Source: an optimization exercise on an open RTL-to-GDS flow (aim: small area). Production flows keep margins and buffers that such runs may drop. The RTL was checked by simulation tests, not by an equivalence proof against the original design. Power is estimated from default activity; no workload was simulated.

==> design/flow/design.v <==
module mvm_seq_sat (
    input  logic         CLOCK_50,
    input  logic         reset_n,
    input  logic         in_valid,
    output logic         in_ready,
    input  logic [511:0] w,
    input  logic [63:0]  u,
    output logic         out_valid,
    input  logic         out_ready,
    output logic [63:0]  v,
    output logic [7:0]   sat_flag
);
    logic        busy_q, done_q, fl_q, ph_q;
    logic [5:0]  cnt_q;
    logic [7:0]  wq [64];
    logic [7:0]  uq [8];
    logic [7:0]  acc_q;
    logic        facc_q;
    logic [7:0]  fq;
    logic        load;
    logic        first, lastcol, last, lastrow, inj;
    assign in_ready  = reset_n && !busy_q && !done_q && !fl_q && !ph_q;
    assign out_valid = done_q;
    assign load      = in_valid && in_ready;
    assign first     = (cnt_q[2:0] == 3'd0);
    assign lastcol   = (cnt_q[2:0] == 3'd7);
    assign last      = (cnt_q == 6'd63);
    assign lastrow   = (cnt_q[5:3] == 3'd7);
    assign inj       = busy_q && lastcol;
    logic [7:0]  wh, uh, m, a, s, acc_n;
    logic [14:0] pn;
    logic        pov, sgn, sov, flag_n;
    mul8s u_mul (
        .a (wh),
        .b (uh),
        .pn(pn)
    );
    always_comb begin
        wh     = wq[0] ^ {8{ph_q}};
        uh     = uq[0] ^ {8{ph_q}};
        pov    = !((&pn[14:7]) || !(|pn[14:7]));
        sgn    = wq[0][7] ^ uq[0][7];
        m      = pov ? {sgn, {7{!sgn}}} : ~pn[7:0];
        a      = first ? 8'd0 : acc_q;
        s      = a + m;
        sov    = (a[7] == m[7]) && (s[7] != a[7]);
        acc_n  = sov ? {a[7], {7{!a[7]}}} : s;
        flag_n = (!first && facc_q) || pov || sov;
    end
    always_ff @(posedge CLOCK_50 or negedge reset_n) begin
        if (!reset_n) begin
            busy_q <= 1'b0;
            done_q <= 1'b0;
            fl_q   <= 1'b1;
            ph_q   <= 1'b0;
            cnt_q  <= 6'd0;
        end else begin
            ph_q  <= !ph_q;
            cnt_q <= cnt_q + {5'd0, busy_q | fl_q};
            if (load) begin
                busy_q <= 1'b1;
            end else if (busy_q && last) begin
                busy_q <= 1'b0;
                done_q <= 1'b1;
            end else if (done_q && out_ready) begin
                done_q <= 1'b0;
                fl_q   <= 1'b1;
            end else if (fl_q && last) begin
                fl_q <= 1'b0;
            end
        end
    end
    always_ff @(posedge CLOCK_50) begin
        for (int k = 0; k < 64; k++) begin
            if (!(done_q && (k % 8 == 7))) begin
                wq[k] <= ~(({8{load}} & w[k*8 +: 8]) |
                           ((k == 63) ? (inj ? ~acc_n : {8{ph_q}}) : wq[k+1]));
            end
        end
        for (int i = 0; i < 8; i++) begin
            uq[i] <= ~(({8{load}} & u[i*8 +: 8]) |
                       ((i == 7) ? (lastrow ? {8{ph_q}} : uq[0]) : uq[i+1]));
        end
        acc_q  <= acc_n;
        facc_q <= flag_n;
        if (inj) begin
            for (int r = 0; r < 7; r++) begin
                fq[r] <= fq[r+1];
            end
            fq[7] <= flag_n;
        end
    end
    always_comb begin
        for (int r = 0; r < 8; r++) begin
            v[r*8 +: 8] = wq[r*8 + 7];
        end
        sat_flag = fq;
    end
endmodule
module mul8s (
    input  logic [7:0]  a,
    input  logic [7:0]  b,
    output logic [14:0] pn
);
    logic c66, c68, c70, c72, c74, c76, c78, c80, c82, c84, c86, c88;
    logic c90, c92, c94, c96, c98, c100, c102, c104, c106, c108, c110, c112;
    logic c114, c116, c118, c120, c122, c124, c126, c128, c130, c132, c134, c136;
    logic c138, c140, c142, c144, c146, c148, c150, c152, c154, c156, c158, c160;
    logic c162, c164, c166, c168, c170, c172, c174, c176, p1, p2, p3, p4;
    logic p5, p6, p7, p8, p9, p10, p11, p12, p13, p14, p15, p16;
    logic p17, p18, p19, p20, p21, p22, p23, p24, p25, p26, p27, p28;
    logic p29, p30, p31, p32, p33, p34, p35, p36, p37, p38, p39, p40;
    logic p41, p42, p43, p44, p45, p46, p47, p48, p49, p50, p51, p52;
    logic p53, p54, p55, p56, p57, p58, p59, p60, p61, p62, p63, p64;
    logic s65, s67, s69, s71, s73, s75, s77, s79, s81, s83, s85, s87;
    logic s89, s91, s93, s95, s97, s99, s101, s103, s105, s107, s109, s111;
    logic s113, s115, s117, s119, s121, s123, s125, s127, s129, s131, s133, s135;
    logic s137, s139, s141, s143, s145, s147, s149, s151, s153, s155, s157, s159;
    logic s161, s163, s165, s167, s169, s171, s173, s175;
    assign p1 = ~(a[0] & b[0]);
    assign p2 = ~(a[0] & b[1]);
    assign p3 = ~(a[1] & b[0]);
    assign p4 = ~(a[0] & b[2]);
    assign p5 = ~(a[1] & b[1]);
    assign p6 = ~(a[2] & b[0]);
    assign p7 = ~(a[0] & b[3]);
    assign p8 = ~(a[1] & b[2]);
    assign p9 = ~(a[2] & b[1]);
    assign p10 = ~(a[3] & b[0]);
    assign p11 = ~(a[0] & b[4]);
    assign p12 = ~(a[1] & b[3]);
    assign p13 = ~(a[2] & b[2]);
    assign p14 = ~(a[3] & b[1]);
    assign p15 = ~(a[4] & b[0]);
    assign p16 = ~(a[0] & b[5]);
    assign p17 = ~(a[1] & b[4]);
    assign p18 = ~(a[2] & b[3]);
    assign p19 = ~(a[3] & b[2]);
    assign p20 = ~(a[4] & b[1]);
    assign p21 = ~(a[5] & b[0]);
    assign p22 = ~(a[0] & b[6]);
    assign p23 = ~(a[1] & b[5]);
    assign p24 = ~(a[2] & b[4]);
    assign p25 = ~(a[3] & b[3]);
    assign p26 = ~(a[4] & b[2]);
    assign p27 = ~(a[5] & b[1]);
    assign p28 = ~(a[6] & b[0]);
    assign p29 = (a[0] & b[7]);
    assign p30 = ~(a[1] & b[6]);
    assign p31 = ~(a[2] & b[5]);
    assign p32 = ~(a[3] & b[4]);
    assign p33 = ~(a[4] & b[3]);
    assign p34 = ~(a[5] & b[2]);
    assign p35 = ~(a[6] & b[1]);
    assign p36 = (a[7] & b[0]);
    assign p37 = (a[1] & b[7]);
    assign p38 = ~(a[2] & b[6]);
    assign p39 = ~(a[3] & b[5]);
    assign p40 = ~(a[4] & b[4]);
    assign p41 = ~(a[5] & b[3]);
    assign p42 = ~(a[6] & b[2]);
    assign p43 = (a[7] & b[1]);
    assign p44 = (a[2] & b[7]);
    assign p45 = ~(a[3] & b[6]);
    assign p46 = ~(a[4] & b[5]);
    assign p47 = ~(a[5] & b[4]);
    assign p48 = ~(a[6] & b[3]);
    assign p49 = (a[7] & b[2]);
    assign p50 = (a[3] & b[7]);
    assign p51 = ~(a[4] & b[6]);
    assign p52 = ~(a[5] & b[5]);
    assign p53 = ~(a[6] & b[4]);
    assign p54 = (a[7] & b[3]);
    assign p55 = (a[4] & b[7]);
    assign p56 = ~(a[5] & b[6]);
    assign p57 = ~(a[6] & b[5]);
    assign p58 = (a[7] & b[4]);
    assign p59 = (a[5] & b[7]);
    assign p60 = ~(a[6] & b[6]);
    assign p61 = (a[7] & b[5]);
    assign p62 = (a[6] & b[7]);
    assign p63 = (a[7] & b[6]);
    assign p64 = ~(a[7] & b[7]);
    assign s65 = ~(p22 ^ p23);
    assign c66 = p22 | p23;
    assign s67 = p29 ^ p30 ^ p31;
    assign c68 = (p29 & p30) | (p29 & p31) | (p30 & p31);
    assign s69 = ~(p32 ^ p33);
    assign c70 = p32 | p33;
    assign s71 = p37 ^ p38 ^ p39;
    assign c72 = (p37 & p38) | (p37 & p39) | (p38 & p39);
    assign s73 = p40 ^ p41 ^ p42;
    assign c74 = (p40 & p41) | (p40 & p42) | (p41 & p42);
    assign s75 = p44 ^ p45 ^ p46;
    assign c76 = (p44 & p45) | (p44 & p46) | (p45 & p46);
    assign s77 = ~(p11 ^ p12);
    assign c78 = p11 | p12;
    assign s79 = p16 ^ p17 ^ p18;
    assign c80 = (p16 & p17) | (p16 & p18) | (p17 & p18);
    assign s81 = ~(p19 ^ p20);
    assign c82 = p19 | p20;
    assign s83 = s65 ^ p24 ^ p25;
    assign c84 = (s65 & p24) | (s65 & p25) | (p24 & p25);
    assign s85 = p26 ^ p27 ^ p28;
    assign c86 = (p26 & p27) | (p26 & p28) | (p27 & p28);
    assign s87 = s67 ^ s69 ^ p34;
    assign c88 = (s67 & s69) | (s67 & p34) | (s69 & p34);
    assign s89 = p35 ^ p36 ^ c66;
    assign c90 = (p35 & p36) | (p35 & c66) | (p36 & c66);
    assign s91 = s71 ^ s73 ^ p43;
    assign c92 = (s71 & s73) | (s71 & p43) | (s73 & p43);
    assign s93 = c68 ^ c70;
    assign c94 = c68 & c70;
    assign s95 = s75 ^ p47 ^ p48;
    assign c96 = (s75 & p47) | (s75 & p48) | (p47 & p48);
    assign s97 = p49 ^ c72 ^ c74;
    assign c98 = (p49 & c72) | (p49 & c74) | (c72 & c74);
    assign s99 = p50 ^ p51 ^ p52;
    assign c100 = (p50 & p51) | (p50 & p52) | (p51 & p52);
    assign s101 = p53 ^ p54 ^ c76;
    assign c102 = (p53 & p54) | (p53 & c76) | (p54 & c76);
    assign s103 = p55 ^ p56 ^ p57;
    assign c104 = (p55 & p56) | (p55 & p57) | (p56 & p57);
    assign s105 = ~(p7 ^ p8);
    assign c106 = p7 | p8;
    assign s107 = s77 ^ p13 ^ p14;
    assign c108 = (s77 & p13) | (s77 & p14) | (p13 & p14);
    assign s109 = s79 ^ s81 ^ p21;
    assign c110 = (s79 & s81) | (s79 & p21) | (s81 & p21);
    assign s111 = s83 ^ s85 ^ c80;
    assign c112 = (s83 & s85) | (s83 & c80) | (s85 & c80);
    assign s113 = s87 ^ s89 ^ c84;
    assign c114 = (s87 & s89) | (s87 & c84) | (s89 & c84);
    assign s115 = s91 ^ s93 ^ c88;
    assign c116 = (s91 & s93) | (s91 & c88) | (s93 & c88);
    assign s117 = s95 ^ s97 ^ c92;
    assign c118 = (s95 & s97) | (s95 & c92) | (s97 & c92);
    assign s119 = s99 ^ s101 ^ c96;
    assign c120 = (s99 & s101) | (s99 & c96) | (s101 & c96);
    assign s121 = s103 ^ p58 ^ c100;
    assign c122 = (s103 & p58) | (s103 & c100) | (p58 & c100);
    assign s123 = p59 ^ p60 ^ p61;
    assign c124 = (p59 & p60) | (p59 & p61) | (p60 & p61);
    assign s125 = ~(p4 ^ p5);
    assign c126 = p4 | p5;
    assign s127 = s105 ^ p9 ^ p10;
    assign c128 = (s105 & p9) | (s105 & p10) | (p9 & p10);
    assign s129 = s107 ^ p15 ^ c106;
    assign c130 = (s107 & p15) | (s107 & c106) | (p15 & c106);
    assign s131 = s109 ^ c78 ^ c108;
    assign c132 = (s109 & c78) | (s109 & c108) | (c78 & c108);
    assign s133 = s111 ^ c82 ^ c110;
    assign c134 = (s111 & c82) | (s111 & c110) | (c82 & c110);
    assign s135 = s113 ^ c86 ^ c112;
    assign c136 = (s113 & c86) | (s113 & c112) | (c86 & c112);
    assign s137 = s115 ^ c90 ^ c114;
    assign c138 = (s115 & c90) | (s115 & c114) | (c90 & c114);
    assign s139 = s117 ^ c94 ^ c116;
    assign c140 = (s117 & c94) | (s117 & c116) | (c94 & c116);
    assign s141 = s119 ^ c98 ^ c118;
    assign c142 = (s119 & c98) | (s119 & c118) | (c98 & c118);
    assign s143 = s121 ^ c102 ^ c120;
    assign c144 = (s121 & c102) | (s121 & c120) | (c102 & c120);
    assign s145 = s123 ^ c104 ^ c122;
    assign c146 = (s123 & c104) | (s123 & c122) | (c104 & c122);
    assign s147 = p62 ^ p63 ^ c124;
    assign c148 = (p62 & p63) | (p62 & c124) | (p63 & c124);
    assign s149 = ~(p2 ^ p3);
    assign c150 = p2 | p3;
    assign s151 = s125 ^ p6 ^ c150;
    assign c152 = (s125 & p6) | (s125 & c150) | (p6 & c150);
    assign s153 = s127 ^ c126 ^ c152;
    assign c154 = (s127 & c126) | (s127 & c152) | (c126 & c152);
    assign s155 = s129 ^ c128 ^ c154;
    assign c156 = (s129 & c128) | (s129 & c154) | (c128 & c154);
    assign s157 = s131 ^ c130 ^ c156;
    assign c158 = (s131 & c130) | (s131 & c156) | (c130 & c156);
    assign s159 = s133 ^ c132 ^ c158;
    assign c160 = (s133 & c132) | (s133 & c158) | (c132 & c158);
    assign s161 = s135 ^ c134 ^ c160;
    assign c162 = (s135 & c134) | (s135 & c160) | (c134 & c160);
    assign s163 = s137 ^ c136 ^ c162;
    assign c164 = (s137 & c136) | (s137 & c162) | (c136 & c162);
    assign s165 = s139 ^ c138 ^ c164;
    assign c166 = (s139 & c138) | (s139 & c164) | (c138 & c164);
    assign s167 = s141 ^ c140 ^ c166;
    assign c168 = (s141 & c140) | (s141 & c166) | (c140 & c166);
    assign s169 = s143 ^ c142 ^ c168;
    assign c170 = (s143 & c142) | (s143 & c168) | (c142 & c168);
    assign s171 = s145 ^ c144 ^ c170;
    assign c172 = (s145 & c144) | (s145 & c170) | (c144 & c170);
    assign s173 = s147 ^ c146 ^ c172;
    assign c174 = (s147 & c146) | (s147 & c172) | (c146 & c172);
    assign s175 = p64 ^ c148 ^ c174;
    assign c176 = (p64 & c148) | (p64 & c174) | (c148 & c174);
    assign pn = {s175, s173, s171, s169, s167, s165, s163, s161, s159, s157, s155, s153, s151, s149, p1};
endmodule
module mvm_top (
    input  logic         CLOCK_50,
    input  logic         reset_n,
    input  logic         in_valid,
    output logic         in_ready,
    input  logic [511:0] w,
    input  logic [63:0]  u,
    output logic         out_valid,
    input  logic         out_ready,
    output logic [63:0]  v,
    output logic [7:0]   sat_flag
);
    mvm_seq_sat u_mvm (
        .CLOCK_50 (CLOCK_50),
        .reset_n  (reset_n),
        .in_valid (in_valid),
        .in_ready (in_ready),
        .w        (w),
        .u        (u),
        .out_valid(out_valid),
        .out_ready(out_ready),
        .v        (v),
        .sat_flag (sat_flag)
    );
endmodule
==> design/flow/flow/run.sh <==
#!/bin/bash
set -euo pipefail
export BUFFER_PORTS_ARGS="-buffer_cell sky130_fd_sc_hd__buf_1"
export CTS_ARGS="-sink_clustering_enable -repair_clock_nets -dont_use_dummy_load -sink_clustering_size 25 -sink_clustering_max_diameter 100"
bash standard.sh finish > run_standard.log 2>&1
==> design/flow/standard.sh <==
#!/bin/bash
# synth_recipe.tcl (not shown) runs the flow's synth.tcl, then flattens the netlist and writes it again
# the make line also repeats each setting of config.mk as NAME=value (left out here)
make -C /OpenROAD-flow-scripts/flow DESIGN_CONFIG=/design/flow/config.mk WORK_HOME=/design/flow/orfs CLKGATE_MAP_FILE= SYNTH_SCRIPT=/design/flow/synth_recipe.tcl "${@:-finish}"
==> design/flow/config.mk <==
export PLATFORM = sky130hd
export DESIGN_NAME = mvm_top
export DESIGN_NICKNAME = mvm_top
export VERILOG_FILES = /design/flow/design.v
export SDC_FILE = /design/flow/constraint.sdc
export NUM_CORES = 4
export LEC_CHECK = 0
export ABC_AREA = 1
export CAP_MARGIN = 20
export CORE_MARGIN = 2
export CORE_UTILIZATION = 40
export SLEW_MARGIN = 20
==> design/flow/constraint.sdc <==
create_clock -name core_clock -period 32.0 [get_ports {CLOCK_50}]
set_input_delay 6.4000 -clock core_clock [delete_from_list [all_inputs] [get_ports {CLOCK_50}]]
set_output_delay 6.4000 -clock core_clock [all_outputs]
set_load 0.01 [all_outputs]
==> results of run 1 <==
per-stage QoR:
| stage | setup WS [ps] | hold slack [ps] | utilization |
|---|---|---|---|
| after floorplan | 18850 | 365.0 | - |
| after global placement | 18220 | 366.4 | 0.4664 |
| after detailed placement | 18160 | 367.9 | 0.4664 |
| after CTS | 18170 | 345.8 | 0.4815 |
| after global routing | 18050 | 330.3 | 0.4816 |
| final | 18220 | 337.5 | 0.4818 |
report_power, final:
group	internal, mW	switching, mW
clock network	0.156	0.223
registers	0.794	0.0105
logic	0.0294	0.0294
placed cells by master, fill, tap and decap left out, types with 8 or more instances in the layout:
cell type,instances
a21oi_1,571
a221oi_1,8
buf_1,653
clkbuf_16,28
dfrtp_1,9
dfxtp_1,521
edfxtp_1,72
fa_1,48
ha_1,17
inv_1,105
nand2_1,73
nand3_1,13
nor2_1,59
xnor2_1,17
worst paths after layout:
check	slack, ps	from	endpoint	depth (start not counted)
max	18220	reset_n	in_ready	4
min	340	u_mvm.wq[49][4]	u_mvm.wq[48][4]	1
min reg2reg	340	u_mvm.wq[49][4]	u_mvm.wq[48][4]	1
max in group asynchronous	25830	reset_n	u_mvm.fl_q	1
max reg2reg	22230	u_mvm.ph_q	u_mvm.wq[63][4]	35
min in group asynchronous	5800	reset_n	u_mvm.done_q	1
logic make-up after synthesis:
| logic type | synth area share |
|---|---|
| AO/OA/AOI/OAI | 0.1600 |
| XOR/XNOR | 0.01118 |
| adder cells (fa/ha/maj) | 0.06244 |
| buffers and inverters | 0.04260 |
| flip-flops | 0.6833 |
| AND/OR/NAND/NOR | 0.04054 |
flip-flops by register name (all words and copies together) (netlist names):
| register | flops |
|---|---|
| u_mvm.acc_q | 8 |
| u_mvm.ph_q | 1 |
| u_mvm.fq | 8 |
| u_mvm.busy_q | 1 |
| u_mvm.cnt_q | 6 |
| u_mvm.facc_q | 1 |
| u_mvm.uq | 64 |
| u_mvm.wq | 512 |
| u_mvm.fl_q | 1 |
| u_mvm.done_q | 1 |
layout make-up:
type                    count  area [um^2]
well taps                 607        759.5
repair buffers            657         2494
fillers                  4492        24070
inverters                 108        419.2
flip-flops and latches    603        12840
diodes                      6        15.01
clock buffers              28        700.7
multi-input cells         848         5152
per-layer routing:
layer  vias to the layer above  GRT usage
li1                       6730          -
met1                      6421     0.2481
met2                       461     0.3482
met3                        68    0.04825
met4                         2    0.05667
met5                         -          0
==> impl_metrics.csv, run 1 <==
group,metric,value,unit
outcome,status,"complete, no violations",
logic_synthesis,ys_types,38,
worst_setup_path,path_class,"in2out",
power_and_ir_drop,p_leak,9.097,nW
logic_synthesis,synth-edff-count,72,
floorplanning,ioPinCount,654,
timing,clock_skew,55.37,ps
placed_design,port_buffers,653,
logic_synthesis,synth_nets,2270,
logic_synthesis,async_flop_share,0.01658,
logic_synthesis,synth_top_cell_area_share,0.5549,
clocking,numCtsBuffers,28,
worst_setup_path,worst-path-buf-inv,2,
global_routing,antenna_found_initial,2,
placed_design,placed_area,21670,um^2
floorplanning,core_area,46460,um^2
clocking,cts_num_sinks,603,
drt,routed_wl,52.46,mm
drt,ant_nets,0,
global_routing,grt_max_degree,215,
layout,fin_area,22380,um^2
logic_synthesis,synth.largest_area_cell,"dfxtp_1",
clocking,post_cts_resized,0,
logic_synthesis,yosysWarnings,3,
timing,report.final.slew_viol_count,0,
timing,clock.fmax,0.07256,GHz
job,cap_viol_max_count,0,
clocking,htreeDepth,1,
logic_synthesis,synth_cells,1625,
drt,wl_met2,25.90,mm
drt,met1_length,21.49,mm
timing,min_period_over_period,0.4307,
layout,layoutNonFillerInstCount,2857,
logic_synthesis,synthTopCellsByCount,"a21oi_1 (571), dfxtp_1 (521), inv_1 (106), nand2_1 (73), edfxtp_1 (72)",
power_and_ir_drop,powerDensity,55.49,nW/um^2
floorplanning,initial_core_util,0.4046,
power_and_ir_drop,peakVddDrop,45.09,uV
timing,hold_viol,0,
clocking,cts-hold-fix-buffers,0,
floorplanning,die_w,220.8,um
worst_setup_path,max_stage_delay,430,ps
worst_setup_path,crit_path_max_fanout,11,
timing,post-route-min-period,13780,ps
global_routing,first_global_vias,13321,
worst_setup_path,crit_slowest_cell,"buf_1",
clocking,clkTransAtPathRegs,100,ps
logic_synthesis,yosysMostFrequentCell,"a21oi_1",
timing,rsz0062_at_grt,"false",
placed_design,globalplace.congestion,0.8850,
floorplanning,die_h,220.8,um
worst_setup_path,worst_path_most_repeated_cell,"buf_1",
worst_setup_path,crit_path_end_kind,"primary output",
global_routing,overflow,0,
power_and_ir_drop,power,1.242,mW
logic_synthesis,synth-seq-cells,603,
floorplanning,row_count,79,
floorplanning,die_area,48740,um^2
worst_setup_path,critical_path_arrival,7380,ps
timing,worst_pin_slew,1016,ps
global_routing,grt_pass1_wl,74.21,mm
drt,wl_per_cell,18.36,um
layout,syn_to_final_growth,19.08,%
worst_setup_path,worstPathCellList,"buf_1, nand3_1, nor2_1, buf_1",
layout,final_nets,2891,
logic_synthesis,ys_seq_area_frac,0.6833,
logic_synthesis,synth_area,18800,um^2
drt,drt-initial-drc-count,765,
drt,wl_met3,3.820,mm
placed_design,dp_hpwl,40.13,mm
layout,drive_above_1_share,0.02362,
drt,drt_first_pass_iters,5,
clocking,cts_root_buf,"clkbuf_16",
placed_design,dp_cells,2823,
clocking,clk_latency,600,ps
timing,setup_viol,0,
drt,avgViaCountPerCell,4.789,
worst_setup_path,path_delay_family,"buffers and inverters",
worst_setup_path,cp-start-kind,"input port",
logic_synthesis,yosys-top-cells-area,"dfxtp_1 (55%), a21oi_1 (15%), edfxtp_1 (12%), fa_1 (5.1%), inv_1 (2.1%)",
drt,top_layer,"met5",
min_path,hold_path_class,"reg2reg",
logic_synthesis,avgSynthCellArea,11.57,um^2
clocking,clk_path_buf_depth,3,
global_routing,grt_usage,0.2006,
worst_setup_path,worst_ep_required_time,25600,ps
clocking,post_cts_buffers,0,
timing,slew_headroom,0.3226,
logic_synthesis,synthFlopType,"dfxtp_1",
timing,finalSetupTns,0,ps
drt,vias,13682,
drt,drc,0,
clocking,cts_tree,"done",
==> run 2: changes to the inputs <==
==> design/flow/flow/run.sh (replaced) <==
#!/bin/bash
set -euo pipefail
export PRE_GLOBAL_PLACE_TCL="$PWD/flow/downsize.tcl"
export BUFFER_PORTS_ARGS="-buffer_cell sky130_fd_sc_hd__buf_1"
export CTS_ARGS="-sink_clustering_enable -repair_clock_nets -dont_use_dummy_load -sink_clustering_size 25 -sink_clustering_max_diameter 100"
bash standard.sh finish > run_standard.log 2>&1
==> design/flow/flow/downsize.tcl (new file) <==
# Before global placement: give every combinational cell the smallest drive
# strength of its own cell family (same function and pins). Synthesis maps
# some gates at larger drives; at this clock period none needs it, and the
# later repair steps still buffer or resize wherever slew or capacitance
# requires it.
set block [ord::get_db_block]
set n 0
set saved 0.0
foreach inst [$block getInsts] {
  set master [$inst getMaster]
  set name [$master getName]
  if {![regexp {^(sky130_fd_sc_hd__[a-z0-9]+)_([0-9]+)$} $name -> base drive]} { continue }
  if {[regexp {df|dl|sdf|edf|tap|fill|decap|diode|conb|clkbuf|clkinv|clkdly} $base]} { continue }
  set area [expr {[$master getWidth] * [$master getHeight]}]
  set best $name
  set best_area $area
  foreach d {0 1 2 3 4 6 8 12 16} {
    set cand "${base}_$d"
    if {$cand eq $name} { continue }
    set m [[ord::get_db] findMaster $cand]
    if {$m eq "NULL" || $m eq ""} { continue }
    set lc [get_lib_cells -quiet */$cand]
    if {[llength $lc] == 0} { continue }
    if {[get_property $lc dont_use]} { continue }
    set a [expr {[$m getWidth] * [$m getHeight]}]
    if {$a < $best_area} { set best $cand; set best_area $a }
  }
  if {$best ne $name} {
    replace_cell [$inst getName] $best
    incr n
    set saved [expr {$saved + ($area - $best_area) / 1e6}]
  }
}
puts "downsize: resized $n cells, saved $saved um^2"
==> run 2 against run 1 <==
Compared with the run above:
- still clean on timing, DRC and antenna
- global-route usage barely moved
- die area did not move
- wire length barely moved
- sequential cell count did not move
- register-to-register slack improved by 20 ps
- worst setup slack improved by 53 ps
- sequential power barely moved
- highest routed layer unchanged
==> impl_metrics.csv, run 2 <==
group,metric,value,unit
global_routing,overflow,0,
logic_synthesis,synth_area,18800,um^2
floorplanning,core_area,46460,um^2
drt,drt_first_pass_iters,5,
worst_setup_path,crit_path_max_fanout,11,
power_and_ir_drop,power,1.239,mW
worst_setup_path,crit_path_end_kind,"primary output",
global_routing,grt_max_degree,210,
floorplanning,initial_core_util,0.4046,
drt,ant_nets,0,
drt,drc,0,
outcome,status,"complete, no violations",
timing,hold_viol,0,
power_and_ir_drop,powerDensity,55.60,nW/um^2
timing,whs,348.7,ps
logic_synthesis,synth-edff-count,72,
placed_design,pre_cts_ws,18250,ps
worst_setup_path,max_stage_delay,440,ps
layout,final_cell_mix,"buf_1 (653), a21oi_1 (571), dfxtp_1 (521)",
floorplanning,die_w,220.8,um
logic_synthesis,synth_top_cell_area_share,0.5549,
layout,largest_register_ff_count,512,
power_and_ir_drop,p_clk_frac,0.305,
worst_setup_path,worstPathCellList,"buf_1, nand3_1, nor2_1, buf_1",
logic_synthesis,async_flop_share,0.01658,
power_and_ir_drop,combPwrFrac,0.047,
clocking,cts_num_sinks,603,
logic_synthesis,yosys-top-cells-area,"dfxtp_1 (55%), a21oi_1 (15%), edfxtp_1 (12%), fa_1 (5.1%), inv_1 (2.1%)",
timing,report.final.slew_viol_count,0,
layout,final_common_cell,"buf_1",
timing,setup_viol,0,
timing,clock.fmax,0.07283,GHz
worst_setup_path,worst_path_most_repeated_cell,"buf_1",
floorplanning,ioPinCount,654,
drt,routed_wl,52.41,mm
timing,worst_slack,18270,ps
worst_setup_path,worst_ep_required_time,25600,ps
logic_synthesis,ys_types,38,
clocking,post_cts_buffers,0,
drt,wl_per_cell,18.36,um
floorplanning,die_h,220.8,um
layout,fill_cells,4441,
logic_synthesis,synth.largest_area_cell,"dfxtp_1",
clocking,clk_latency,590,ps
clocking,clk_path_buf_depth,3,
clocking,clkTransAtPathRegs,90,ps
power_and_ir_drop,peakVddDrop,43.07,uV
global_routing,first_global_vias,13361,
timing,slew_headroom,0.2506,
worst_setup_path,worst-path-buf-inv,2,
floorplanning,row_count,79,
job,cap_viol_max_count,0,
clocking,htreeDepth,1,
timing,rsz0062_at_grt,"false",
worst_setup_path,critical_path_arrival,7330,ps
logic_synthesis,yosysWarnings,3,
drt,avgViaCountPerCell,4.825,
placed_design,port_buffers,653,
clocking,cts_root_buf,"clkbuf_16",
power_and_ir_drop,power.internal,979.2,uW
layout,largestRegisters,"u_mvm.wq (512), u_mvm.uq (64)",
power_and_ir_drop,swShare,0.2098,
logic_synthesis,yosysMostFrequentCell,"a21oi_1",
min_path,hold_path_class,"reg2reg",
timing,post-route-min-period,13730,ps
global_routing,grt_usage,0.2009,
layout,fin_util,0.4798,
logic_synthesis,synthFlopType,"dfxtp_1",
drt,vias,13770,
global_routing,grt_pass1_wl,74.46,mm
placed_design,dp_hpwl,40.22,mm
logic_synthesis,synth-seq-cells,603,
logic_synthesis,synth_nets,2270,
clocking,numCtsBuffers,28,
worst_setup_path,crit_slowest_cell,"buf_1",
global_routing,antenna_found_initial,1,
logic_synthesis,synthTopCellsByCount,"a21oi_1 (571), dfxtp_1 (521), inv_1 (106), nand2_1 (73), edfxtp_1 (72)",
timing,min_period_over_period,0.4291,
floorplanning,die_area,48740,um^2
drt,drt-initial-drc-count,781,
power_and_ir_drop,p_leak,9.085,nW
logic_synthesis,ys_seq_area_frac,0.6833,
clocking,cts-hold-fix-buffers,0,
worst_setup_path,path_class,"in2out",
timing,finalSetupTns,0,ps
logic_synthesis,avgSynthCellArea,11.57,um^2
layout,drive_above_1_share,0.01693,
placed_design,globalplace.congestion,0.8969,
timing,worst_pin_slew,1124,ps
clocking,cts_tree,"done",
power_and_ir_drop,p_sw,260.1,uW
clocking,post_cts_resized,0,
power_and_ir_drop,seqPwrFrac,0.649,
layout,syn_to_final_growth,18.58,%
worst_setup_path,cp-start-kind,"input port",
layout,final_nets,2892,
worst_setup_path,path_delay_family,"buffers and inverters",
timing,clock_skew,36.03,ps
layout,regMostFlops,"u_mvm.wq",
logic_synthesis,synth_cells,1625,
## run 2: routing by layer
layer,track usage,part of all wire
met4,0.05644,0.024
met2,0.3456,0.49
met3,0.04234,0.073
met1,0.2552,0.41
met5,0,0.00025
## run 2: through the flow
step | instances | area (um^2)
final | 2854 | 22290
after global routing | 2852 | 22280
after CTS | 2852 | 22280
after detailed placement | 2824 | 21580
after global placement | 2824 | 21580
after floorplan | 1625 | 18800
## run 2: logic make-up (layout without fill, tap and decap cells)
family	count (synthesis)	count (layout)	share of synthesized area
AOI/OAI and AO/OA	591	591	0.1600
and+or+nand+nor	168	168	0.04054
DFF	603	603	0.6833
adders and majority gates	65	65	0.06244
other	0	2	0
buffers and inverters	174	794	0.04260
xor gates and xnor gates	24	24	0.01118
## run 2: final timing paths
path / from / endpoint / slack (ps) / cells after the start
hold / removal: u_mvm.wq[9][7] / u_mvm.wq[8][7] / 350 / 1
hold reg to reg: u_mvm.wq[9][7] / u_mvm.wq[8][7] / 350 / 1
min in group asynchronous: reset_n / u_mvm.cnt_q[4] / 5800 / 1
setup / recovery: reset_n / in_ready / 18270 / 4
setup reg to reg: u_mvm.ph_q / u_mvm.wq[63][4] / 22250 / 35
max in group asynchronous: reset_n / u_mvm.cnt_q[2] / 25820 / 1
## run 2: power groups by stage
stage	registers, mW	logic [mW]	clock network [mW]
after global placement	0.820	0.0563	0
after floorplan	0.817	0.0254	0
final	0.804	0.0580	0.377
after global routing	0.807	0.0666	0.414
after detailed placement	0.821	0.0580	0
after CTS	0.804	0.0587	0.389
## run 2: layout make-up
class | count | area [um^2] | area share
diodes | 2 | 5.005 | 0.0002245
clock buffers | 28 | 700.7 | 0.03144
inverters | 108 | 414.1 | 0.01858
multi-input cells | 848 | 5065 | 0.2272
flip-flops and latches | 603 | 12840 | 0.5762
well taps | 607 | 759.5 | 0.03407
repair buffers | 658 | 2501 | 0.1122
## run 2: worst reg2reg max path: cells and delay by family, from the launching register on
| kind | cells | cell delay, ps |
|---|---|---|
| flip-flops | 1 | 920 |
| AO/OA/AOI/OAI | 3 | 690 |
| AND/OR/NAND/NOR | 11 | 1750 |
| adder cells (fa/ha/maj) | 13 | 5210 |
| XOR/XNOR | 1 | 420 |
| buffers and inverters | 7 | 530 |
==> run 3: changes to the inputs <==
--- a/design/flow/config.mk
+++ b/design/flow/config.mk
@@ -9,4 +9,4 @@
 export CAP_MARGIN = 20
 export CORE_MARGIN = 2
-export CORE_UTILIZATION = 40
+export CORE_UTILIZATION = 65
 export SLEW_MARGIN = 20
==> run 3 against run 2 <==
Compared with the run above:
- the flow now stops in I/O pin placement
- synthesized cell count did not move
- area after synthesis unchanged
==> impl_metrics.csv, run 3 <==
group,metric,value,unit
logic_synthesis,synth_cells,1625,
logic_synthesis,synth.largest_area_cell,"dfxtp_1",
logic_synthesis,async_flop_share,0.01658,
logic_synthesis,synth_nets,2270,
logic_synthesis,ys_types,38,
logic_synthesis,yosys-top-cells-area,"dfxtp_1 (55%), a21oi_1 (15%), edfxtp_1 (12%), fa_1 (5.1%), inv_1 (2.1%)",
floorplanning,die_w,174.1,um
outcome,first-error,"[ERROR PPL-0024] Number of IO pins (654) exceeds maximum number of available positions (622). Increase the die perimeter from 696.22um to 889.44um.",
floorplanning,die_h,174.1,um
logic_synthesis,synthFlopType,"dfxtp_1",
logic_synthesis,avgSynthCellArea,11.57,um^2
floorplanning,row_count,62,
logic_synthesis,yosysWarnings,3,
floorplanning,initial_core_util,0.6567,
logic_synthesis,yosysMostFrequentCell,"a21oi_1",
logic_synthesis,synth_area,18800,um^2
logic_synthesis,ys_seq_area_frac,0.6833,
outcome,status,"aborted with a tool error",
logic_synthesis,synthTopCellsByCount,"a21oi_1 (571), dfxtp_1 (521), inv_1 (106), nand2_1 (73), edfxtp_1 (72)",
logic_synthesis,synth-seq-cells,603,
logic_synthesis,synth_top_cell_area_share,0.5549,
logic_synthesis,synth-edff-count,72,
outcome,haltStage,"I/O pin placement",
[run 3: cell counts after synthesis]
No cell type changed its count.
[run 3: cells by family after synthesis]
family          count (synthesis)  synth area share
compound gates                591            0.1600
simple gates                  168           0.04054
flops                         603            0.6833
xor+xnor                       24           0.01118
fa+ha+maj                      65           0.06244
buf+inv                       174           0.04260
==> run 4: changes to the inputs <==
==> design/flow/flow/run.sh (replaced) <==
#!/bin/bash
set -euo pipefail
export PRE_GLOBAL_PLACE_TCL="$PWD/flow/downsize.tcl"
export BUFFER_PORTS_ARGS="-buffer_cell sky130_fd_sc_hd__buf_1"
export CTS_ARGS="-sink_clustering_enable -repair_clock_nets -dont_use_dummy_load -sink_clustering_size 35 -sink_clustering_max_diameter 100"
bash standard.sh finish > run_standard.log 2>&1
==> run 4 against run 3 <==
Compared with the run above:
- the run again fails in I/O pin placement
- synthesized cell count unchanged
- area after synthesis unchanged
==> impl_metrics.csv, run 4 <==
group,metric,value,unit
floorplanning,die_h,174.1,um
floorplanning,row_count,62,
logic_synthesis,async_flop_share,0.01658,
logic_synthesis,synth_top_cell_area_share,0.5549,
logic_synthesis,synth_compound_area_frac,0.1600,
logic_synthesis,ys_seq_area_frac,0.6833,
logic_synthesis,synth-xor-area-share,0.01118,
logic_synthesis,avgSynthCellArea,11.57,um^2
logic_synthesis,yosys-top-cells-area,"dfxtp_1 (55%), a21oi_1 (15%), edfxtp_1 (12%), fa_1 (5.1%), inv_1 (2.1%)",
logic_synthesis,yosysMostFrequentCell,"a21oi_1",
logic_synthesis,synth_top_family_by_area,"compound AO/OA/AOI/OAI gates",
logic_synthesis,synth-edff-count,72,
outcome,status,"aborted with a tool error",
floorplanning,die_w,174.1,um
logic_synthesis,synthFlopType,"dfxtp_1",
logic_synthesis,yosysWarnings,3,
logic_synthesis,synthMuxAreaShare,0,
logic_synthesis,synthTopCellsByCount,"a21oi_1 (571), dfxtp_1 (521), inv_1 (106), nand2_1 (73), edfxtp_1 (72)",
logic_synthesis,synth-seq-cells,603,
logic_synthesis,synth_cells,1625,
logic_synthesis,synth_area,18800,um^2
logic_synthesis,synth.largest_area_cell,"dfxtp_1",
logic_synthesis,ys_types,38,
floorplanning,initial_core_util,0.6567,
logic_synthesis,synth_fa_ha_area_frac,0.06244,
outcome,first-error,"[ERROR PPL-0024] Number of IO pins (654) exceeds maximum number of available positions (622). Increase the die perimeter from 696.22um to 889.44um.",
logic_synthesis,yosys.area_share.simple,0.04054,
logic_synthesis,synth_nets,2270,
outcome,haltStage,"I/O pin placement",
run 4: kinds of logic after synthesis:
group,Yosys count
buffers and inverters,174
AO/OA/AOI/OAI,591
AND/OR/NAND/NOR,168
adder cells (fa/ha/maj),65
XOR/XNOR,24
flip-flops,603
==> run 5: changes to the inputs <==
==> design/flow/flow/run.sh (replaced) <==
#!/bin/bash
set -euo pipefail
export PRE_GLOBAL_PLACE_TCL="$PWD/flow/downsize.tcl"
export BUFFER_PORTS_ARGS="-buffer_cell sky130_fd_sc_hd__buf_1"
export CTS_ARGS="-sink_clustering_enable -repair_clock_nets -dont_use_dummy_load -buf_list sky130_fd_sc_hd__clkbuf_8 -sink_clustering_size 16 -sink_clustering_max_diameter 100"
bash standard.sh finish > run_standard.log 2>&1
--- a/design/flow/config.mk
+++ b/design/flow/config.mk
@@ -9,4 +9,4 @@
 export CAP_MARGIN = 20
 export CORE_MARGIN = 2
-export CORE_UTILIZATION = 65
+export CORE_UTILIZATION = 40
 export SLEW_MARGIN = 20
==> run 5 against run 4 <==
Compared with the run above:
- now clean on timing, DRC and antenna
- area after synthesis did not move
- synthesized cell count unchanged
==> impl_metrics.csv, run 5 <==
group,metric,value,unit
layout,final_cell_mix,"buf_1 (653), a21oi_1 (571), dfxtp_1 (521)",
drt,ant_nets,0,
worst_setup_path,cp-start-kind,"input port",
drt,routed_wl,53.00,mm
clocking,clk_path_buf_depth,3,
drt,drc,0,
floorplanning,die_w,220.8,um
power_and_ir_drop,p_leak,9.049,nW
floorplanning,ioPinCount,654,
logic_synthesis,synth_cells,1625,
clocking,cts_root_buf,"clkbuf_8",
clocking,cts_tree,"done",
placed_design,globalplace.congestion,0.8969,
power_and_ir_drop,peakVddDrop,38.67,uV
layout,multi_input_area,5065,um^2
placed_design,port_buffers,653,
logic_synthesis,yosysMostFrequentCell,"a21oi_1",
layout,largestRegisters,"u_mvm.wq (512), u_mvm.uq (64)",
logic_synthesis,ys_types,38,
timing,post-route-min-period,13720,ps
clocking,post_cts_resized,0,
global_routing,grt_pass1_wl,75.04,mm
logic_synthesis,synth_nets,2270,
logic_synthesis,yosysWarnings,3,
drt,drt-initial-drc-count,695,
worst_setup_path,worst-path-buf-inv,2,
global_routing,grt_usage,0.2048,
layout,regMostFlops,"u_mvm.wq",
clocking,cts-hold-fix-buffers,0,
global_routing,antenna_found_initial,3,
logic_synthesis,avgSynthCellArea,11.57,um^2
worst_setup_path,ff2ff_setup_slack,22200,ps
logic_synthesis,synth-edff-count,72,
layout,fill_cells,4471,
logic_synthesis,synth_area,18800,um^2
floorplanning,initial_core_util,0.4046,
timing,finalSetupTns,0,ps
floorplanning,core_area,46460,um^2
drt,wl_per_cell,18.44,um
logic_synthesis,synth-seq-cells,603,
min_path,hold_path_class,"reg2reg",
layout,drive_above_1_share,0.02345,
logic_synthesis,synth_top_cell_area_share,0.5549,
drt,vias,13899,
worst_setup_path,worstPathCellList,"buf_1, nand3_1, nor2_1, buf_1",
logic_synthesis,synthTopCellsByCount,"a21oi_1 (571), dfxtp_1 (521), inv_1 (106), nand2_1 (73), edfxtp_1 (72)",
layout,largest_register_ff_count,512,
timing,clock_skew,36.07,ps
outcome,status,"complete, no violations",
clocking,numCtsBuffers,43,
layout,final_nets,2907,
worst_setup_path,worst_path_most_repeated_cell,"buf_1",
power_and_ir_drop,swShare,0.2182,
clocking,htreeDepth,2,
drt,avgViaCountPerCell,4.836,
timing,min_period_over_period,0.4287,
timing,report.final.slew_viol_count,0,
logic_synthesis,yosys-top-cells-area,"dfxtp_1 (55%), a21oi_1 (15%), edfxtp_1 (12%), fa_1 (5.1%), inv_1 (2.1%)",
timing,worst_pin_slew,1126,ps
logic_synthesis,synthFlopType,"dfxtp_1",
floorplanning,die_h,220.8,um
power_and_ir_drop,power.internal,944.1,uW
timing,clock.fmax,0.07290,GHz
clocking,cts_num_sinks,603,
logic_synthesis,ys_seq_area_frac,0.6833,
worst_setup_path,max_stage_delay,440,ps
layout,register_area,12840,um^2
power_and_ir_drop,powerDensity,54.41,nW/um^2
drt,drt_first_pass_iters,5,
global_routing,first_global_vias,13594,
placed_design,dp_hpwl,40.22,mm
floorplanning,row_count,79,
timing,setup_viol,0,
clocking,post_cts_buffers,0,
worst_setup_path,crit_path_end_kind,"primary output",
clocking,clkTransAtPathRegs,90,ps
clocking,clk_latency,610,ps
power_and_ir_drop,p_sw,263.5,uW
worst_setup_path,crit_slowest_cell,"buf_1",
layout,final_common_cell,"buf_1",
worst_setup_path,worst_ep_required_time,25600,ps
worst_setup_path,crit_path_max_fanout,11,
power_and_ir_drop,p_clk_frac,0.286,
timing,hold_viol,0,
timing,slew_headroom,0.2494,
layout,syn_to_final_growth,18.07,%
global_routing,grt_max_degree,210,
worst_setup_path,path_class,"in2out",
worst_setup_path,path_delay_family,"buffers and inverters",
power_and_ir_drop,seqPwrFrac,0.666,
power_and_ir_drop,power,1.208,mW
global_routing,overflow,0,
power_and_ir_drop,combPwrFrac,0.048,
job,cap_viol_max_count,0,
floorplanning,die_area,48740,um^2
timing,rsz0062_at_grt,"false",
worst_setup_path,critical_path_arrival,7320,ps
logic_synthesis,synth.largest_area_cell,"dfxtp_1",
logic_synthesis,async_flop_share,0.01658,
[run 5: cell counts after synthesis]
Identical to the previous run, type by type.
[run 5: per-stage QoR]
stage	cell area [um^2]	hold slack [ps]	std cells	utilization	setup slack [ps]
final	22190	371.5	2874	0.4777	18280
after floorplan	18800	365.0	1625	-	18850
after global routing	22180	381.5	2869	0.4774	18150
after global placement	21580	365.7	2824	0.4646	18270
after detailed placement	21580	368.2	2824	0.4646	18250
after CTS	22180	363.4	2867	0.4773	18240
[run 5: cell families (layout without fill, tap and decap cells)]
group / count (synthesis) / in the layout / share of synthesized area
buf+inv: 174 / 809 / 0.04260
xor+xnor: 24 / 24 / 0.01118
other cells: 0 / 7 / 0
flops: 603 / 603 / 0.6833
compound gates: 591 / 591 / 0.1600
fa+ha+maj: 65 / 65 / 0.06244
simple gates: 168 / 168 / 0.04054
[run 5: worst paths after layout]
check,start,end,depth (start not counted)
hold reg to reg,u_mvm.wq[57][7],u_mvm.wq[56][7],1
max in group asynchronous,reset_n,u_mvm.cnt_q[3],1
min in group asynchronous,reset_n,u_mvm.cnt_q[0],1
setup / recovery,reset_n,in_ready,4
hold / removal,u_mvm.wq[57][7],u_mvm.wq[56][7],1
setup reg to reg,u_mvm.ph_q,u_mvm.wq[63][4],35
[run 5: power by group through the flow]
stage               Sequential [mW]  Combinational, mW  Clock, mW
floorplan                     0.817             0.0254          0
global placement              0.820             0.0563          0
detailed placement            0.821             0.0580          0
CTS                           0.804             0.0587      0.359
global route                  0.807             0.0666      0.386
finish                        0.804             0.0582      0.345
[run 5: metal layers]
| layer | global-route usage | share of wire | up-vias |
|---|---|---|---|
| met5 | 0 | 0.00030 | - |
| met4 | 0.08222 | 0.032 | 2 |
| met3 | 0.05732 | 0.081 | 99 |
| met2 | 0.3414 | 0.48 | 494 |
| met1 | 0.2504 | 0.40 | 6546 |
| li1 | - | - | 6758 |
[run 5: worst reg2reg max path, delay by kind of cell, from the launching register on]
family	cells	cell delay (ps)
XOR/XNOR	1	430
AND/OR/NAND/NOR	11	1760
AO/OA/AOI/OAI	3	700
adder cells (fa/ha/maj)	13	5220
flip-flops	1	930
buffers and inverters	7	530
[run 5: layout make-up]
cell class | count | share of cell area
clock buffers | 43 | 0.02667
repair buffers | 658 | 0.1127
inverters | 108 | 0.01866
well taps | 607 | 0.03422
multi-input cells | 848 | 0.2282
flip-flops and latches | 603 | 0.5787
diodes | 7 | 0.0007893
==> run 6: changes to the inputs <==
--- a/design/flow/design.v
+++ b/design/flow/design.v
@@ -15,9 +15,9 @@
     logic [7:0]  wq [64];
     logic [7:0]  uq [8];
-    logic [7:0]  acc_q;
     logic        facc_q;
     logic [7:0]  fq;
     logic        load;
     logic        first, lastcol, last, lastrow, inj;
+    logic [7:0]  acc_q;
     assign in_ready  = reset_n && !busy_q && !done_q && !fl_q && !ph_q;
     assign out_valid = done_q;
@@ -28,4 +28,5 @@
     assign lastrow   = (cnt_q[5:3] == 3'd7);
     assign inj       = busy_q && lastcol;
+    assign acc_q     = wq[63];
     logic [7:0]  wh, uh, m, a, s, acc_n;
     logic [14:0] pn;
@@ -75,5 +76,5 @@
             if (!(done_q && (k % 8 == 7))) begin
                 wq[k] <= ~(({8{load}} & w[k*8 +: 8]) |
-                           ((k == 63) ? (inj ? ~acc_n : {8{ph_q}}) : wq[k+1]));
+                           ((k == 63) ? (busy_q ? ~acc_n : {8{ph_q}}) : wq[k+1]));
             end
         end
@@ -82,5 +83,4 @@
                        ((i == 7) ? (lastrow ? {8{ph_q}} : uq[0]) : uq[i+1]));
         end
-        acc_q  <= acc_n;
         facc_q <= flag_n;
         if (inj) begin
--- a/design/flow/config.mk
+++ b/design/flow/config.mk
@@ -10,3 +10,4 @@
 export CORE_MARGIN = 2
 export CORE_UTILIZATION = 40
+export PLACE_DENSITY = 0.85
 export SLEW_MARGIN = 20
==> run 6 against run 5 <==
Compared with the run above:
- non-clock buffer count decreased by 1
- sequential share of layout area fell by 0.14 points
- still clean on timing, DRC and antenna
- synthesized cell count is 1.1% lower
- clock skew rose by 19 ps
- wire length down 2.5%
- sequential power increased by 24%
- total power grew 24%
- combinational power rose to 2.6 times the previous value
- largest power group unchanged
==> impl_metrics.csv, run 6 <==
group,metric,value,unit
timing,post-route-min-period,13660,ps
drt,drt-initial-drc-count,865,
clocking,post_cts_resized,0,
floorplanning,die_area,48940,um^2
logic_synthesis,synth_area,18870,um^2
logic_synthesis,synth.largest_area_cell,"dfxtp_1",
clocking,clk_latency,620,ps
clocking,htreeDepth,2,
global_routing,first_global_vias,14319,
layout,layoutNonFillerInstCount,2851,
placed_design,port_buffers,653,
logic_synthesis,yosysWarnings,3,
global_routing,grt_usage,0.2023,
logic_synthesis,ys_types,38,
timing,report.final.slew_viol_count,0,
logic_synthesis,avgSynthCellArea,11.74,um^2
worst_setup_path,crit_path_end_kind,"primary output",
timing,worst_pin_slew,1114,ps
logic_synthesis,synth_cells,1607,
placed_design,dp_cells,2804,
logic_synthesis,synthTopCellsByCount,"a21oi_1 (571), dfxtp_1 (513), inv_1 (94), nand2_1 (86), edfxtp_1 (72)",
timing,clock.fmax,0.07323,GHz
layout,largestRegisters,"u_mvm.wq (512), u_mvm.uq (64), u_mvm.fq (8)",
worst_setup_path,ff2ff_setup_slack,22420,ps
logic_synthesis,synthFlopType,"dfxtp_1",
logic_synthesis,synth_nets,2252,
logic_synthesis,synth-edff-count,72,
clocking,clk_path_buf_depth,3,
logic_synthesis,async_flop_share,0.01681,
clocking,cts-hold-fix-buffers,0,
power_and_ir_drop,peakVddDrop,65.04,uV
layout,drive_above_1_share,0.02366,
drt,drt_first_pass_iters,5,
worst_setup_path,critical_path_arrival,7260,ps
timing,slew_headroom,0.2572,
timing,hold_viol,0,
placed_design,dp_hpwl,38.54,mm
worst_setup_path,path_class,"in2out",
timing,min_period_over_period,0.4268,
drt,routed_wl,51.68,mm
drt,ant_nets,0,
layout,final_cell_mix,"buf_1 (653), a21oi_1 (571), dfxtp_1 (513)",
power_and_ir_drop,p_leak,8.783,nW
global_routing,met2_usage,0.3453,
clocking,cts_root_buf,"clkbuf_8",
power_and_ir_drop,power,1.496,mW
power_and_ir_drop,powerDensity,68.11,nW/um^2
floorplanning,die_w,221.2,um
global_routing,antenna_found_initial,5,
logic_synthesis,yosys-top-cells-area,"dfxtp_1 (54%), a21oi_1 (15%), edfxtp_1 (11%), fa_1 (5.1%), buf_6 (3.3%)",
timing,clock_skew,55.49,ps
layout,final_nets,2887,
floorplanning,core_area,46560,um^2
layout,regMostFlops,"u_mvm.wq",
logic_synthesis,synth_top_cell_area_share,0.5442,
floorplanning,initial_core_util,0.4054,
global_routing,grt_pass1_wl,76.53,mm
worst_setup_path,crit_path_max_fanout,11,
timing,rsz0062_at_grt,"false",
job,cap_viol_max_count,0,
global_routing,met3_usage,0.05338,
drt,wl_per_cell,18.13,um
floorplanning,ioPinCount,654,
clocking,post_cts_buffers,0,
placed_design,globalplace.congestion,0.9017,
clocking,cts_num_sinks,595,
drt,vias,14071,
clocking,clkTransAtPathRegs,90,ps
global_routing,grt_max_degree,290,
worst_setup_path,cp-start-kind,"input port",
min_path,hold_path_class,"reg2reg",
floorplanning,row_count,79,
clocking,numCtsBuffers,43,
outcome,status,"complete, no violations",
global_routing,overflow,0,
layout,syn_to_final_growth,16.39,%
timing,setup_viol,0,
worst_setup_path,worst_ep_required_time,25600,ps
global_routing,top_usage_layer,"met2",
drt,drc,0,
layout,final_common_cell,"buf_1",
logic_synthesis,yosysMostFrequentCell,"a21oi_1",
layout,largest_register_ff_count,512,
layout,fill_cells,4159,
global_routing,use_met1,0.2340,
logic_synthesis,synth-seq-cells,595,
logic_synthesis,ys_seq_area_frac,0.6720,
timing,finalSetupTns,0,ps
drt,avgViaCountPerCell,4.935,
clocking,cts_tree,"done",
floorplanning,die_h,221.2,um
==> run 6: cell types whose count changed in the layout (fill, tap and decap cells not counted), sizes merged, moves of 2 or more <==
cell,delta
nor3,+3
dfxtp,-8
nand3,-4
o21ai,-2
diode,-3
nand2,+12
nor2,-7
inv,-12
a21boi,-2
==> run 6: critical path, cell delays in order <==
cell and delay (ps):
buf_1 420, nand3_1 140, nor2_1 130, buf_1 160
==> run 6: worst paths after layout <==
path | start | to | depth (start not counted)
max reg2reg | u_mvm.ph_q | u_mvm.wq[63][6] | 36
min in group asynchronous | reset_n | u_mvm.done_q | 1
max | reset_n | in_ready | 4
min reg2reg | u_mvm.wq[21][6] | u_mvm.wq[20][6] | 1
max in group asynchronous | reset_n | u_mvm.fl_q | 1
min | u_mvm.wq[21][6] | u_mvm.wq[20][6] | 1
==> run 6: layout make-up <==
type | count | area (um^2) | area share
multi-input combinational | 849 | 5064 | 0.2305
clock buffer | 43 | 591.8 | 0.02694
tap | 607 | 759.5 | 0.03457
antenna | 4 | 10.01 | 0.0004557
inverter | 96 | 377.9 | 0.01720
sequential | 595 | 12680 | 0.5774
timing repair buffer | 657 | 2481 | 0.1129
==> run 6: metrics by stage <==
| step | instance area, um^2 | setup slack, ps | hold slack, ps | utilization |
|---|---|---|---|---|
| 6_report | 21970 | 18340 | 334.1 | 0.4718 |
| 5_1_grt | 21960 | 18240 | 340.7 | 0.4717 |
| 3_3_place_gp | 21360 | 18300 | 365.4 | 0.4588 |
| 4_1_cts | 21950 | 18320 | 332.1 | 0.4715 |
| 3_5_place_dp | 21360 | 18320 | 367.9 | 0.4588 |
| 2_1_floorplan | 18870 | 18900 | 365.0 | - |
==> run 6: cells by family after synthesis <==
group	Yosys count	share of synthesized area
flops	595	0.6720
compound gates	588	0.1581
simple gates	172	0.04031
buf+inv	163	0.05622
fa+ha+maj	65	0.06218
xor+xnor	24	0.01114
==> run 6: report_power, final <==
group / internal (mW) / total [mW] / switching, mW
registers: 0.931 / 1.00 / 0.0741
logic: 0.0686 / 0.152 / 0.0829
clock network: 0.121 / 0.340 / 0.219
==> run 6: per-layer routing <==
metal / up-vias / share of wire
met2: 678 / 0.48
li1: 6703 / -
met4: 4 / 0.050
met1: 6535 / 0.38
met5: - / 0.00052
met3: 151 / 0.092
==> run 7: changes to the inputs <==
--- a/design/flow/config.mk
+++ b/design/flow/config.mk
@@ -10,4 +10,3 @@
 export CORE_MARGIN = 2
 export CORE_UTILIZATION = 40
-export PLACE_DENSITY = 0.85
 export SLEW_MARGIN = 20
==> run 7 against run 6 <==
Compared with the run above:
- die area unchanged
- maximum frequency decreased by 0.33%
- worst hold slack better by 22 ps
- global-route usage rose by 1.4 points
- non-clock buffer count fell by 1
- sequential share of layout area about the same
- sequential power hardly changed
- wire length grew 5.4%
- via count shrank 1.8%
- critical path type unchanged
==> impl_metrics.csv, run 7 <==
group,metric,value,unit
drt,wl_per_cell,19.08,um
layout,final_nets,2886,
power_and_ir_drop,power.internal,1.120,mW
clocking,clk_latency,640,ps
worst_setup_path,max_stage_delay,450,ps
drt,vias,13812,
timing,hold_viol,0,
layout,fin_area,21980,um^2
timing,report.final.slew_viol_count,0,
clocking,clkTransAtPathRegs,90,ps
floorplanning,die_h,221.2,um
min_path,holdPathEnd,"u_mvm.wq[53][1]",
power_and_ir_drop,p_leak,8.780,nW
logic_synthesis,synth.largest_area_cell,"dfxtp_1",
layout,largestRegisters,"u_mvm.wq (512), u_mvm.uq (64), u_mvm.fq (8)",
clocking,cts_root_buf,"clkbuf_8",
worst_setup_path,ff2ff_setup_slack,22310,ps
timing,worst_slack,18300,ps
drt,routed_wl,54.48,mm
timing,setup_viol,0,
floorplanning,ioPinCount,654,
worst_setup_path,crit_path_end_kind,"primary output",
logic_synthesis,synth_nets,2252,
placed_design,dp_hpwl,41.29,mm
drt,avgViaCountPerCell,4.838,
drt,drt-initial-drc-count,725,
timing,post-route-min-period,13700,ps
worst_setup_path,worst_ep_required_time,25600,ps
worst_setup_path,crit_path_max_fanout,11,
placed_design,port_buffers,653,
placed_design,placed_area,21370,um^2
drt,drt_first_pass_iters,4,
worst_setup_path,reg2reg_from,"u_mvm.ph_q",
worst_setup_path,crit_slowest_cell,"buf_1",
clocking,numCtsBuffers,43,
clocking,cts_num_sinks,595,
worst_setup_path,path_class,"in2out",
placed_design,globalplace.congestion,0.9646,
logic_synthesis,yosysMostFrequentCell,"a21oi_1",
worst_setup_path,worstPathCellList,"buf_1, nand3_1, nor2_1, buf_1",
logic_synthesis,synthFlopType,"dfxtp_1",
logic_synthesis,synth-edff-count,72,
logic_synthesis,ys_types,38,
min_path,min_from,"u_mvm.wq[54][1]",
timing,slew_headroom,0.2567,
worst_setup_path,critical_path_arrival,7300,ps
power_and_ir_drop,swShare,0.2496,
global_routing,first_global_vias,14319,
global_routing,grt_usage,0.2160,
layout,drive_above_1_share,0.02322,
clocking,clk_path_buf_depth,3,
layout,regMostFlops,"u_mvm.wq",
worst_setup_path,worst_path_most_repeated_cell,"buf_1",
global_routing,antenna_found_initial,12,
timing,rsz0062_at_grt,"false",
clocking,post_cts_buffers,0,
clocking,post_cts_resized,0,
floorplanning,die_w,221.2,um
outcome,status,"complete, no violations",
layout,syn_to_final_growth,16.49,%
floorplanning,core_area,46560,um^2
floorplanning,initial_core_util,0.4054,
timing,worst_pin_slew,1115,ps
worst_setup_path,rr_worst_depth,36,
power_and_ir_drop,combPwrFrac,0.100,
logic_synthesis,synth-seq-cells,595,
worst_setup_path,path_delay_family,"buffers and inverters",
global_routing,grt_pass1_wl,81.25,mm
logic_synthesis,ys_seq_area_frac,0.6720,
min_path,hold_path_class,"reg2reg",
logic_synthesis,async_flop_share,0.01681,
logic_synthesis,synthTopCellsByCount,"a21oi_1 (571), dfxtp_1 (513), inv_1 (94), nand2_1 (86), edfxtp_1 (72)",
timing,clock_skew,51.09,ps
power_and_ir_drop,powerDensity,67.92,nW/um^2
global_routing,overflow,0,
timing,finalSetupTns,0,ps
drt,ant_nets,0,
logic_synthesis,yosysWarnings,3,
floorplanning,die_area,48940,um^2
timing,min_period_over_period,0.4282,
global_routing,grt_max_degree,259,
drt,drc,0,
clocking,htreeDepth,2,
layout,final_cell_mix,"buf_1 (653), a21oi_1 (571), dfxtp_1 (513)",
power_and_ir_drop,seqPwrFrac,0.670,
power_and_ir_drop,p_clk_frac,0.231,
layout,largest_register_ff_count,512,
min_path,min_path_cells,1,
layout,final_common_cell,"buf_1",
floorplanning,row_count,79,
worst_setup_path,r2r-end,"u_mvm.wq[63][6]",
logic_synthesis,synth_cells,1607,
placed_design,pre_cts_ws,18260,ps
logic_synthesis,yosys-top-cells-area,"dfxtp_1 (54%), a21oi_1 (15%), edfxtp_1 (11%), fa_1 (5.1%), buf_6 (3.3%)",
power_and_ir_drop,power,1.493,mW
logic_synthesis,synth_top_cell_area_share,0.5442,
timing,clock.fmax,0.07298,GHz
worst_setup_path,cp-start-kind,"input port",
worst_setup_path,worst-path-buf-inv,2,
power_and_ir_drop,p_sw,372.8,uW
clocking,cts_tree,"done",
power_and_ir_drop,peakVddDrop,51.44,uV
layout,fill_cells,4443,
logic_synthesis,synth_area,18870,um^2
logic_synthesis,avgSynthCellArea,11.74,um^2
clocking,cts-hold-fix-buffers,0,
job,cap_viol_max_count,0,
==> run 7: cell counts after synthesis <==
No cell type changed its count.
==> run 7: through the flow <==
step	hold slack (ps)	utilization	instances
floorplan	365.0	-	1607
global placement	365.2	0.4589	2803
detailed placement	367.9	0.4589	2803
CTS	354.8	0.4716	2846
global route	366.1	0.4722	2854
finish	355.8	0.4722	2855
==> run 7: logic make-up after synthesis <==
family	count (synthesis)	synth area share
flip-flops	595	0.6720
AO/OA/AOI/OAI	588	0.1581
AND/OR/NAND/NOR	172	0.04031
buffers and inverters	163	0.05622
adder cells (fa/ha/maj)	65	0.06218
XOR/XNOR	24	0.01114
==> run 7: worst max path at each step <==
stage | from | cells after the start | to
after floorplan | reset_n | 2 | in_ready
after global placement | reset_n | 4 | in_ready
after detailed placement | reset_n | 4 | in_ready
after CTS | reset_n | 4 | in_ready
after global routing | reset_n | 4 | in_ready
final | reset_n | 4 | in_ready
==> run 7: power groups by stage <==
stage               Clock [mW]  Combinational (mW)  Sequential, mW
detailed placement           0               0.151            1.01
global placement             0               0.144            1.01
CTS                      0.357               0.151           0.999
floorplan                    0              0.0758           0.992
finish                   0.344               0.149            1.00
global route             0.383               0.172            1.01
==> run 7: worst reg2reg max path: cells and delay by family (launching register included) <==
kind | cells | cell delay [ps]
fa+ha+maj | 14 | 5530
simple gates | 13 | 1960
xor+xnor | 2 | 610
flops | 1 | 900
compound gates | 1 | 60
buf+inv | 6 | 400
==> run 7: cell type report <==
class	count	area, um^2	area share
diodes	9	22.52	0.001024
repair buffers	656	2486	0.1131
multi-input cells	849	5064	0.2303
clock buffers	43	591.8	0.02692
flip-flops and latches	595	12680	0.5769
well taps	607	759.5	0.03455
inverters	96	377.9	0.01719
==> run 7: metal layers <==
metal  up-vias  share of wire  global-route usage
met4         6          0.030             0.08443
met1      6539           0.39              0.2517
met3        92          0.083             0.06865
li1       6692              -                   -
met2       483           0.49              0.3695
met5         -        0.00083                   0
==> run 8: changes to the inputs <==
--- a/design/flow/design.v
+++ b/design/flow/design.v
@@ -15,8 +15,7 @@
     logic [7:0]  wq [64];
     logic [7:0]  uq [8];
-    logic        facc_q;
     logic [7:0]  fq;
     logic        load;
-    logic        first, lastcol, last, lastrow, inj;
+    logic        first, last, lastrow;
     logic [7:0]  acc_q;
     assign in_ready  = reset_n && !busy_q && !done_q && !fl_q && !ph_q;
@@ -24,12 +23,10 @@
     assign load      = in_valid && in_ready;
     assign first     = (cnt_q[2:0] == 3'd0);
-    assign lastcol   = (cnt_q[2:0] == 3'd7);
     assign last      = (cnt_q == 6'd63);
     assign lastrow   = (cnt_q[5:3] == 3'd7);
-    assign inj       = busy_q && lastcol;
     assign acc_q     = wq[63];
     logic [7:0]  wh, uh, m, a, s, acc_n;
     logic [14:0] pn;
-    logic        pov, sgn, sov, flag_n;
+    logic        pov, sgn, sov;
     mul8s u_mul (
         .a (wh),
@@ -47,5 +44,4 @@
         sov    = (a[7] == m[7]) && (s[7] != a[7]);
         acc_n  = sov ? {a[7], {7{!a[7]}}} : s;
-        flag_n = (!first && facc_q) || pov || sov;
     end
     always_ff @(posedge CLOCK_50 or negedge reset_n) begin
@@ -83,10 +79,13 @@
                        ((i == 7) ? (lastrow ? {8{ph_q}} : uq[0]) : uq[i+1]));
         end
-        facc_q <= flag_n;
-        if (inj) begin
-            for (int r = 0; r < 7; r++) begin
-                fq[r] <= fq[r+1];
+        if (busy_q) begin
+            if (first) begin
+                for (int r = 0; r < 7; r++) begin
+                    fq[r] <= fq[r+1];
+                end
+                fq[7] <= pov || sov;
+            end else begin
+                fq[7] <= fq[7] || pov || sov;
             end
-            fq[7] <= flag_n;
         end
     end
--- a/design/flow/config.mk
+++ b/design/flow/config.mk
@@ -8,5 +8,5 @@
 export ABC_AREA = 1
 export CAP_MARGIN = 20
-export CORE_MARGIN = 2
-export CORE_UTILIZATION = 40
+export CORE_AREA = 4 4 226 226
+export DIE_AREA = 0 0 230 230
 export SLEW_MARGIN = 20
==> run 8 against run 7 <==
Compared with the run above:
- die area up 8.1%
- maximum frequency up 0.16%
- global-route usage down 1.1 points
- register-to-register slack better by 130 ps
- largest cell class unchanged
- non-clock buffer count up 3
- largest power group unchanged
- sequential cell count down 1
- critical endpoint unchanged
- still clean on timing, DRC and antenna
==> impl_metrics.csv, run 8 <==
group,metric,value,unit
outcome,status,"complete, no violations",
timing,clock_skew,52.48,ps
drt,ant_nets,0,
worst_setup_path,max_stage_delay,420,ps
floorplanning,ioPinCount,654,
layout,largestRegisters,"u_mvm.wq (512), u_mvm.uq (64), u_mvm.fq (8)",
layout,layoutNonFillerInstCount,2915,
logic_synthesis,async_flop_share,0.01684,
drt,vias,13849,
timing,finalSetupTns,0,ps
logic_synthesis,synthTopCellsByCount,"a21oi_1 (557), dfxtp_1 (512), nand2_1 (93), inv_1 (92), edfxtp_1 (72)",
floorplanning,die_area,52900,um^2
logic_synthesis,synth_top_cell_area_share,0.5418,
logic_synthesis,synth-edff-count,72,
layout,final_nets,2891,
worst_setup_path,cp-start-kind,"input port",
placed_design,port_buffers,653,
worst_setup_path,worst_ep_required_time,25600,ps
logic_synthesis,avgSynthCellArea,11.77,um^2
worst_setup_path,crit_path_max_fanout,11,
clocking,clk_latency,600,ps
drt,wl_per_cell,19.42,um
timing,worst_pin_slew,987.7,ps
clocking,cts-hold-fix-buffers,0,
logic_synthesis,synth_cells,1608,
worst_setup_path,path_delay_family,"buffers and inverters",
layout,largest_register_ff_count,512,
drt,drt-initial-drc-count,830,
global_routing,grt_max_degree,210,
logic_synthesis,yosysMostFrequentCell,"a21oi_1",
clocking,cts_root_buf,"clkbuf_8",
floorplanning,core_area,48850,um^2
logic_synthesis,synth_fa_ha_area_frac,0.06203,
logic_synthesis,ys_seq_area_frac,0.6693,
timing,clock.fmax,0.07310,GHz
floorplanning,die_w,230,um
logic_synthesis,synth_compound_area_frac,0.1620,
clocking,clk_path_buf_depth,3,
timing,post-route-min-period,13680,ps
logic_synthesis,synth-seq-cells,594,
global_routing,antenna_found_initial,13,
global_routing,overflow,0,
logic_synthesis,ys_types,38,
clocking,clkTransAtPathRegs,100,ps
power_and_ir_drop,power,1.493,mW
logic_synthesis,synthFlopType,"dfxtp_1",
logic_synthesis,synth-xor-area-share,0.01111,
layout,final_cell_mix,"buf_1 (653), a21oi_1 (574), dfxtp_1 (512)",
timing,setup_viol,0,
clocking,cts_num_sinks,594,
logic_synthesis,synthMuxAreaShare,0,
logic_synthesis,yosys.area_share.simple,0.03968,
drt,drc,0,
clocking,numCtsBuffers,43,
clocking,htreeDepth,2,
power_and_ir_drop,peakVddDrop,48.06,uV
power_and_ir_drop,p_leak,8.803,nW
power_and_ir_drop,powerDensity,67.69,nW/um^2
logic_synthesis,synth.largest_area_cell,"dfxtp_1",
layout,final_common_cell,"buf_1",
worst_setup_path,crit_slowest_cell,"buf_1",
layout,syn_to_final_growth,16.58,%
timing,whs,370.3,ps
clocking,post_cts_resized,0,
timing,rsz0062_at_grt,"false",
timing,slew_headroom,0.3415,
clocking,post_cts_buffers,0,
layout,fin_util,0.4515,
placed_design,pre_cts_ws,18270,ps
worst_setup_path,critical_path_arrival,7280,ps
floorplanning,die_h,230,um
-- run 8: final timing paths --
check / slack, ps / cells after the start / startpoint / to
worst max-delay path: 18320 / 4 / reset_n / in_ready
worst min-delay path: 370 / 1 / u_mvm.wq[4][7] / u_mvm.wq[3][7]
worst max register to register: 22440 / 36 / u_mvm.ph_q / u_mvm.wq[63][6]
worst min register to register: 370 / 1 / u_mvm.wq[4][7] / u_mvm.wq[3][7]
max in group asynchronous: 25870 / 1 / reset_n / u_mvm.fl_q
min in group asynchronous: 5760 / 1 / reset_n / u_mvm.done_q
-- run 8: report_power, final --
| group | internal, mW | switching [mW] |
|---|---|---|
| registers | 0.934 | 0.0709 |
| clock network | 0.121 | 0.221 |
| logic | 0.0690 | 0.0764 |
| total | 1.12 | 0.369 |
-- run 8: cell families after synthesis --
family          count (synthesis)
flops                         594
compound gates                592
simple gates                  172
buf+inv                       161
fa+ha+maj                      65
xor+xnor                       24
-- run 8: cell type report --
class	count	area, um^2
multi-input combinational	853	5070
sequential	594	12660
antenna	7	17.52
inverter	95	374.1
fill	4821	26790
tap	664	830.8
timing repair buffer	659	2509
clock buffer	43	591.8
-- run 8: per-layer routing --
metal | part of all wire | GRT usage | wire length [um] | up-vias
met5 | 0.0011 | 0 | 61 | -
met4 | 0.029 | 0.05992 | 1652 | 10
met3 | 0.084 | 0.06504 | 4745 | 97
met2 | 0.49 | 0.3586 | 27940 | 492
met1 | 0.39 | 0.2418 | 22200 | 6541
li1 | - | - | - | 6709

Check on run 8: ideal ports give 18.320 ns setup slack; a clkbuf_16 on the clock port and buf_2 on the inputs give 18.265 ns; moving port delays by the midpoint clock arrival (0.631 ns) as well gives 18.265 ns.
